This design comes from an exercise in tuning for small area, a short achievable clock period and few clock cycles per item on the open sky130 flow, not from production work.
RTL that was checked went through simulation tests only; none was proved equivalent to the original.

==> flow/design.v <==
package hdbe_op_pkg;
  typedef enum logic [3:0] {
    ADD  = 4'd0,
    SUB  = 4'd1,
    MUL  = 4'd2,
    SHL  = 4'd3,
    LSHR = 4'd4,
    ASHR = 4'd5,
    AND  = 4'd6,
    OR   = 4'd7,
    XOR  = 4'd8
  } op_e;
  localparam logic [3:0] OpLastLegal = 4'd8;
  typedef struct packed {
    logic ovf;
    logic zero;
    logic illegal;
  } op_flags_t;
  function automatic logic op_is_legal(input logic [3:0] op);
    op_is_legal = (op <= OpLastLegal);
  endfunction
endpackage
module binary_op_alu (
  input  logic [3:0]  op,
  input  logic [31:0] lhs,
  input  logic [31:0] rhs,
  output logic [31:0] result,
  output logic        ovf
);
  logic        sub_s;
  logic [31:0] rhs_x_s;
  logic [31:0] sum_s;
  logic        is_shl_s;
  logic        fill_s;
  logic        amt_big_s;
  logic [31:0] src_s;
  logic [31:0] shr_s;
  logic [31:0] sh_s;
  assign sub_s   = op[0];
  assign rhs_x_s = rhs ^ {32{sub_s}};
  assign sum_s   = lhs + rhs_x_s + {31'd0, sub_s};
  assign is_shl_s  = !op[2];
  assign fill_s    = op[2] && op[0] && lhs[31];
  assign amt_big_s = |rhs[31:5];
  always_comb begin
    for (int i = 0; i < 32; i++) src_s[i] = is_shl_s ? lhs[31-i] : lhs[i];
  end
  assign shr_s = 32'($signed({fill_s, src_s}) >>> rhs[4:0]);
  always_comb begin
    for (int i = 0; i < 32; i++) sh_s[i] = amt_big_s ? fill_s : (is_shl_s ? shr_s[31-i] : shr_s[i]);
  end
  always_comb begin
    result = '0;
    ovf    = 1'b0;
    case (op)
      hdbe_op_pkg::ADD,
      hdbe_op_pkg::SUB: begin
        result = sum_s;
        ovf    = (lhs[31] == rhs_x_s[31]) && (sum_s[31] != lhs[31]);
      end
      hdbe_op_pkg::SHL,
      hdbe_op_pkg::LSHR,
      hdbe_op_pkg::ASHR: result = sh_s;
      hdbe_op_pkg::AND:  result = lhs & rhs;
      hdbe_op_pkg::OR:   result = lhs | rhs;
      hdbe_op_pkg::XOR:  result = lhs ^ rhs;
      default:           result = '0;
    endcase
  end
endmodule
module binary_op_booth_enc #(
  parameter int G = 4
) (
  input  logic [2*G:0] y,
  output logic [G-1:0] neg,
  output logic [G-1:0] one,
  output logic [G-1:0] two
);
  always_comb begin
    for (int i = 0; i < G; i++) begin
      neg[i] = y[2*i+2];
      one[i] = y[2*i+1] ^ y[2*i];
      two[i] = (y[2*i+2] & ~y[2*i+1] & ~y[2*i]) | (~y[2*i+2] & y[2*i+1] & y[2*i]);
    end
  end
endmodule
module binary_op_mulstep #(
  parameter int G = 4
) (
  input  logic [31:0]       a,
  input  logic [31:0]       h,
  input  logic [G-1:0]      neg,
  input  logic [G-1:0]      one,
  input  logic [G-1:0]      two,
  output logic [32+2*G-1:0] t
);
  localparam int TW = 32 + 2 * G;
  function automatic logic [TW-1:0] bias();
    logic [TW-1:0] b;
    b = -(TW'(1) << 31);
    for (int i = 0; i < G; i++) b = b - (TW'(1) << (32 + 2 * i));
    bias = b;
  endfunction
  localparam logic [TW-1:0] Bias = bias();
  logic [TW-1:0] rows_s [G];
  logic [TW-1:0] hrow_s;
  logic [TW-1:0] krow_s;
  logic [TW-1:0] s1_s, c1_s, s2_s, c2_s, s3_s, c3_s, s4_s, c4_s;
  always_comb begin
    for (int i = 0; i < G; i++) begin
      logic [32:0] mag;
      mag = ({33{one[i]}} & {a[31], a}) | ({33{two[i]}} & {a, 1'b0});
      mag = mag ^ {33{neg[i]}};
      rows_s[i] = TW'({~mag[32], mag[31:0]}) << (2 * i);
      if (i > 0) rows_s[i][2*i-2] = neg[i-1];
    end
    hrow_s = TW'({~h[31], h[30:0]});
    krow_s = Bias;
    krow_s[2*G-2] = neg[G-1];
  end
  function automatic logic [TW-1:0] maj(input logic [TW-1:0] x, input logic [TW-1:0] y,
                                        input logic [TW-1:0] z);
    maj = (x & y) | (x & z) | (y & z);
  endfunction
  assign s1_s = rows_s[0] ^ rows_s[1] ^ rows_s[2];
  assign c1_s = maj(rows_s[0], rows_s[1], rows_s[2]) << 1;
  assign s2_s = rows_s[3] ^ hrow_s ^ krow_s;
  assign c2_s = maj(rows_s[3], hrow_s, krow_s) << 1;
  assign s3_s = s1_s ^ c1_s ^ s2_s;
  assign c3_s = maj(s1_s, c1_s, s2_s) << 1;
  assign s4_s = s3_s ^ c3_s ^ c2_s;
  assign c4_s = maj(s3_s, c3_s, c2_s) << 1;
  assign t    = s4_s + c4_s;
endmodule
module binary_op_pipe
#(
  parameter int ParamBitWidth = 32,
  parameter int ParamLatency  = 2,
  parameter int ParamTagWidth = 8
) (
  input  logic                     clk,
  input  logic                     reset,
  input  logic                     in_valid,
  output logic                     in_ready,
  input  logic [3:0]               in_op,
  input  logic [ParamBitWidth-1:0] in_lhs,
  input  logic [ParamBitWidth-1:0] in_rhs,
  input  logic [ParamTagWidth-1:0] in_tag,
  output logic                     out_valid,
  input  logic                     out_ready,
  output logic [ParamBitWidth-1:0] out_result,
  output logic [ParamTagWidth-1:0] out_tag,
  output logic                     out_ovf,
  output logic                     out_zero,
  output logic                     out_illegal
);
  logic          valid_r;
  logic          busy_r;
  logic [1:0]    cnt_r;      
  logic [1:0]    len_r;      
  logic [31:0]   res_r;
  logic [31:0]   a_r;
  logic [31:0]   h_r;
  logic [3:0]    neg_r;      
  logic [3:0]    one_r;
  logic [3:0]    two_r;
  logic [7:0]    tag_r;
  logic          ovf_r;
  logic          ill_r;
  logic          mul_r;
  logic          take_s;
  logic          in_mul_s;
  logic [31:0]   alu_result_s;
  logic          alu_ovf_s;
  logic [39:0]   step_s;
  logic [1:0]    rhs_len_s;
  logic          swap_s;
  logic [1:0]    sel_s;
  logic [31:0]   shifted_s;
  logic [31:0]   hi_mask_s;
  logic [31:0]   mplier_s;
  logic [3:0]    in_neg_s, in_one_s, in_two_s;
  logic [3:0]    nx_neg_s, nx_one_s, nx_two_s;
  binary_op_alu u_alu (
    .op     (in_op),
    .lhs    (in_lhs),
    .rhs    (in_rhs),
    .result (alu_result_s),
    .ovf    (alu_ovf_s)
  );
  binary_op_mulstep #(
    .G(4)
  ) u_mulstep (
    .a   (a_r),
    .h   (h_r),
    .neg (neg_r),
    .one (one_r),
    .two (two_r),
    .t   (step_s)
  );
  binary_op_booth_enc #(
    .G(4)
  ) u_enc_in (
    .y   ({mplier_s[7:0], 1'b0}),
    .neg (in_neg_s),
    .one (in_one_s),
    .two (in_two_s)
  );
  binary_op_booth_enc #(
    .G(4)
  ) u_enc_next (
    .y   (res_r[15:7]),
    .neg (nx_neg_s),
    .one (nx_one_s),
    .two (nx_two_s)
  );
  function automatic logic [1:0] mul_len(input logic [31:0] v);
    if (v[31:7] == {25{v[31]}}) mul_len = 2'd0;
    else if (v[31:15] == {17{v[31]}}) mul_len = 2'd1;
    else if (v[31:23] == {9{v[31]}}) mul_len = 2'd2;
    else mul_len = 2'd3;
  endfunction
  assign rhs_len_s = mul_len(in_rhs);
  assign swap_s    = (in_lhs[31:7] == {25{in_lhs[31]}});
  assign mplier_s  = swap_s ? in_lhs : in_rhs;
  assign in_ready = !busy_r && (!valid_r || out_ready);
  assign take_s   = in_valid && in_ready;
  assign in_mul_s = (in_op == hdbe_op_pkg::MUL);
  always_ff @(posedge clk or posedge reset) begin
    if (reset) begin
      valid_r <= 1'b0;
      busy_r  <= 1'b0;
      cnt_r   <= '0;
    end else if (take_s) begin
      valid_r <= !in_mul_s;
      busy_r  <= in_mul_s;
      cnt_r   <= swap_s ? 2'd0 : rhs_len_s;
    end else if (busy_r) begin
      cnt_r <= cnt_r - 1'b1;
      if (cnt_r == 2'd0) begin
        busy_r  <= 1'b0;
        valid_r <= 1'b1;
      end
    end else if (out_ready) begin
      valid_r <= 1'b0;
    end
  end
  assign sel_s = (cnt_r == 2'd0) ? len_r : 2'd3;
  always_comb begin
    case (sel_s)
      2'd0:    shifted_s = {step_s[31:0]};
      2'd1:    shifted_s = {step_s[23:0], res_r[31:24]};
      2'd2:    shifted_s = {step_s[15:0], res_r[31:16]};
      default: shifted_s = {step_s[7:0], res_r[31:8]};
    endcase
  end
  always_ff @(posedge clk) begin
    if (take_s) begin
      tag_r   <= in_tag;
      ill_r   <= !hdbe_op_pkg::op_is_legal(in_op);
      mul_r   <= in_mul_s;
      ovf_r   <= alu_ovf_s;
      len_r   <= swap_s ? 2'd0 : rhs_len_s;
      a_r     <= swap_s ? in_rhs : in_lhs;
      h_r     <= '0;
      neg_r   <= in_neg_s;
      one_r   <= in_one_s;
      two_r   <= in_two_s;
      res_r   <= !in_mul_s ? alu_result_s : mplier_s;
    end else if (busy_r) begin
      h_r     <= step_s[39:8];
      res_r   <= shifted_s;
      neg_r   <= nx_neg_s;
      one_r   <= nx_one_s;
      two_r   <= nx_two_s;
    end
  end
  always_comb begin
    case (len_r)
      2'd0:    hi_mask_s = 32'hFF00_0000;
      2'd1:    hi_mask_s = 32'hFFFF_0000;
      2'd2:    hi_mask_s = 32'hFFFF_FF00;
      default: hi_mask_s = 32'hFFFF_FFFF;
    endcase
  end
  assign out_valid   = valid_r;
  assign out_result  = res_r;
  assign out_tag     = tag_r;
  assign out_ovf     = ovf_r || (mul_r && (|((h_r ^ {32{res_r[31]}}) & hi_mask_s)));
  assign out_zero    = (res_r == 32'd0);
  assign out_illegal = ill_r;
endmodule
==> flow/config.mk <==
export PLATFORM = sky130hd
export DESIGN_NAME = binary_op_pipe
export DESIGN_NICKNAME = binary_op_pipe
export VERILOG_FILES = /design/flow/design.v
export SDC_FILE = /design/flow/constraint.sdc
export NUM_CORES = 4
export LEC_CHECK = 0
export ABC_AREA = 1
export CAP_MARGIN = 20
export CORE_MARGIN = 2
export CORE_UTILIZATION = 55
export CTS_BUF_LIST = sky130_fd_sc_hd__clkbuf_8
export SLEW_MARGIN = 20
==> flow/constraint.sdc <==
create_clock -name core_clock -period 12.0 [get_ports {clk}]
set_input_delay 2.4000 -clock core_clock [delete_from_list [all_inputs] [get_ports {clk}]]
set_output_delay 2.4000 -clock core_clock [all_outputs]
set_load 0.01 [all_outputs]
standard.sh (not shown) runs the stock make flow with config.mk's settings and CLKGATE_MAP_FILE= SYNTH_SCRIPT=/design/flow/synth_recipe.tcl, a recipe that flattens the netlist after the stock synthesis.
==> flow/flow/run.sh <==
#!/bin/bash
set -euo pipefail
args=()
while IFS= read -r line; do
  [[ -z "$line" || "$line" == \#* ]] && continue
  args+=("$line")
done < flow/params.txt
printf '%s\n' "${args[@]}" > flow_params.log
bash standard.sh "${args[@]}" finish > flow_make.log 2>&1
==> flow/flow/params.txt <==
SETUP_SLACK_MARGIN=6.6
BUFFER_PORTS_ARGS=-buffer_cell sky130_fd_sc_hd__buf_1
Testbench counts at the start, summed over its fixed seeds: cycles 9,780, items 8,000.
Rerun with:
==> flow/flow/params.txt (replaced) <==
SETUP_SLACK_MARGIN=6.8
BUFFER_PORTS_ARGS=-buffer_cell sky130_fd_sc_hd__buf_1
TNS_END_PERCENT=10
CORE_UTILIZATION = 40   (was 55)
What happened:
- The changed run went through all stages and came out clean
- via count decreases by 4.1%
- final cell count increases by 4.8%
- worst setup slack gains 0.17 ns
- core utilization decreases by 15 points
- clock-buffer cell count is unchanged
- routed wire length decreases by 1.7%
Rerun with:
==> flow/flow/params.txt (replaced) <==
SETUP_SLACK_MARGIN=6.8
BUFFER_PORTS_ARGS=-buffer_cell sky130_fd_sc_hd__buf_2
TNS_END_PERCENT=10
CTS_BUF_LIST = unset   (was sky130_fd_sc_hd__clkbuf_8)
After rerunning:
- The changed run went through all stages and came out clean
- hold slack got worse by 0.014 ns
- register-to-register slack got worse by 0.04 ns
- global-route usage hardly moves
- wire length barely changes
- core utilization rises by 0.46 points
Rerun with:
==> flow/flow/params.txt (replaced) <==
SETUP_SLACK_MARGIN=7.0
BUFFER_PORTS_ARGS=-buffer_cell sky130_fd_sc_hd__buf_1
TNS_END_PERCENT=10
CTS_BUF_LIST = sky130_fd_sc_hd__clkbuf_8   (was unset)
Effect: Cell area fell slightly. Core utilization fell by 0.20 points. Via count fell slightly. Count of clock-buffer cells in the layout does not change. Setup slack gets better by 0.11 ns. Synthesized area does not change.

* * *

JK:
Another version of the RTL of binary_op_pipe (not shown whole).
Size: about 21000 sq um of cells after synthesis.
export LEC_CHECK = 0
export ABC_AREA = 1
export CAP_MARGIN = 20
export CORE_MARGIN = 2
export CORE_UTILIZATION = 40
export CTS_BUF_LIST = sky130_fd_sc_hd__clkbuf_8
export SLEW_MARGIN = 20
create_clock -name core_clock -period 12.0 [get_ports {clk}]
==> flow/flow/params.txt <==
SETUP_SLACK_MARGIN=6.8
BUFFER_PORTS_ARGS=-buffer_cell sky130_fd_sc_hd__buf_1
TNS_END_PERCENT=30
Scripts as last shown in full above: flow/flow/run.sh
Having completed the whole flow, JK delivered a layout that passed the timing, DRC and antenna checks.
What MS does differently from JK at the input level:
# JK
export LEC_CHECK = 0
export ABC_AREA = 1
export CAP_MARGIN = 20
export CORE_MARGIN = 2
export CORE_UTILIZATION = 40
export CTS_BUF_LIST = sky130_fd_sc_hd__clkbuf_8
export SLEW_MARGIN = 20
create_clock -name core_clock -period 12.0 [get_ports {clk}]
# MS
export LEC_CHECK = 0
export ABC_AREA = 1
export CAP_MARGIN = 20
export CORE_MARGIN = 2
export CORE_UTILIZATION = 50
export CTS_BUF_LIST = sky130_fd_sc_hd__clkbuf_8
export SLEW_MARGIN = 20
create_clock -name core_clock -period 12.0 [get_ports {clk}]
==> flow/flow/params.txt <==
SETUP_SLACK_MARGIN=6.8
BUFFER_PORTS_ARGS=-buffer_cell sky130_fd_sc_hd__buf_1
TNS_END_PERCENT=10
### Flow results
MS — total non-filler cell area in the finished layout 530 sq um higher, JK as reference. Per the comparison of MS with JK, buffers inserted during post-CTS setup optimization moved up; final cell count moved down. Higher met3 demand-to-capacity share in global routing goes to MS over JK.
What AL does differently from MS at the input level:
# MS
export LEC_CHECK = 0
export ABC_AREA = 1
export CAP_MARGIN = 20
export CORE_MARGIN = 2
export CORE_UTILIZATION = 50
export CTS_BUF_LIST = sky130_fd_sc_hd__clkbuf_8
export SLEW_MARGIN = 20
create_clock -name core_clock -period 12.0 [get_ports {clk}]
# AL
export LEC_CHECK = 0
export ABC_AREA = 1
export CAP_MARGIN = 20
export CORE_MARGIN = 2
export CORE_UTILIZATION = 40
export CTS_BUF_LIST = sky130_fd_sc_hd__clkbuf_8
export SLEW_MARGIN = 20
create_clock -name core_clock -period 12.0 [get_ports {clk}]
==> run notes <==
AL against MS: wire length fell by 1.7%, area of the multi-input gates saw a decrease.
Input-level comparison between TR and AL:
==> flow/flow/params.txt <==
SETUP_SLACK_MARGIN=7.0
BUFFER_PORTS_ARGS=-buffer_cell sky130_fd_sc_hd__buf_1
--- outcome ---
What TR reported for number of non-clock buffers in the layout has to be multiplied by 0.931 to get the figure for AL.
[TR] final period demand of the worst path rose 29 ps relative to AL
| area used by multi-input combinational logic | TR vs AL | 2.0% higher |
Maximum achievable frequency went down slightly going from AL to TR.
Cells: TR has more instances than AL
Function was not checked in any run of this note: the RTL went through the layout flow alone.

* * *

binary_op_pipe, a different RTL version from the one above (not shown whole).
For scale: ~3300 cells after synthesis, about 110 flip-flops, about 21000 um^2 of cells after synthesis.
Settings: LEC_CHECK=0, ABC_AREA=1, CAP_MARGIN=20, CORE_MARGIN=2, CORE_UTILIZATION=40, SLEW_MARGIN=20; clock period 12.0 ns.
==> flow/flow/params.txt <==
SETUP_SLACK_MARGIN=6.8
BUFFER_PORTS_ARGS=-buffer_cell sky130_fd_sc_hd__buf_2
Scripts as last shown in full above: flow/flow/run.sh
==> next run, changes <==
==> flow/flow/params.txt (replaced) <==
SETUP_SLACK_MARGIN=6.2
BUFFER_PORTS_ARGS=-buffer_cell sky130_fd_sc_hd__buf_2
Result: Via count came out lower by a few percent; non-clock buffer count came out lower by 96; core utilization decreases by 3.9 points; first-iteration DRC count fell by a few percent; area after synthesis stays the same.
No functional check of the RTL was part of any run of this note.

==> what the ideal ports hide <==
The results above use ideal ports. As a check the final layouts listed here were re-extracted and re-timed, cells and wires unchanged.
Step 1 sets driving cells, clkbuf_16 on the clock port and buf_2 on the other inputs (assumed; they add their load-dependent delay and slew).
Step 2 moves the port delays by t, midway between the first and last clock arrival at a register: inputs arrive t later, outputs are due t later. That takes back most of the time a late clock gives input paths.
Three values: no drivers, after step 1, after step 2; two values: the first two.
run | t (ns) | setup slack, ns | cell pins on the clock port's net
the first run of note 1 | 0.546 | 6.625 / 6.625 / 6.238 | 1
the second run of note 1 | 0.530 | 6.797 / 6.775 / 6.530 | 1
the third run of note 1 | 0.496 | 6.704 / 6.647 / 6.637 | 1
the fourth run of note 1 | 0.532 | 6.815 / 6.752 / 6.589 | 1
JK | 0.538 | 6.768 / 6.745 / 6.306 | 1
MS | 0.551 | 6.691 / 6.663 / 6.272 | 1
AL | 0.538 | 6.765 / 6.742 / 6.287 | 1
TR | 0.559 | 6.736 / 6.703 / 6.571 | 1
the first run of note 3 | 0.525 | 6.094 / 6.094 / 5.734 | 1
the second run of note 3 | 0.534 | 6.133 / 6.133 / 5.707 | 1
After both steps setup and hold are still met in every run listed. The setup slack of AL, which loses most, moves by -0.023 ns with the drivers and by -0.478 ns with both steps.
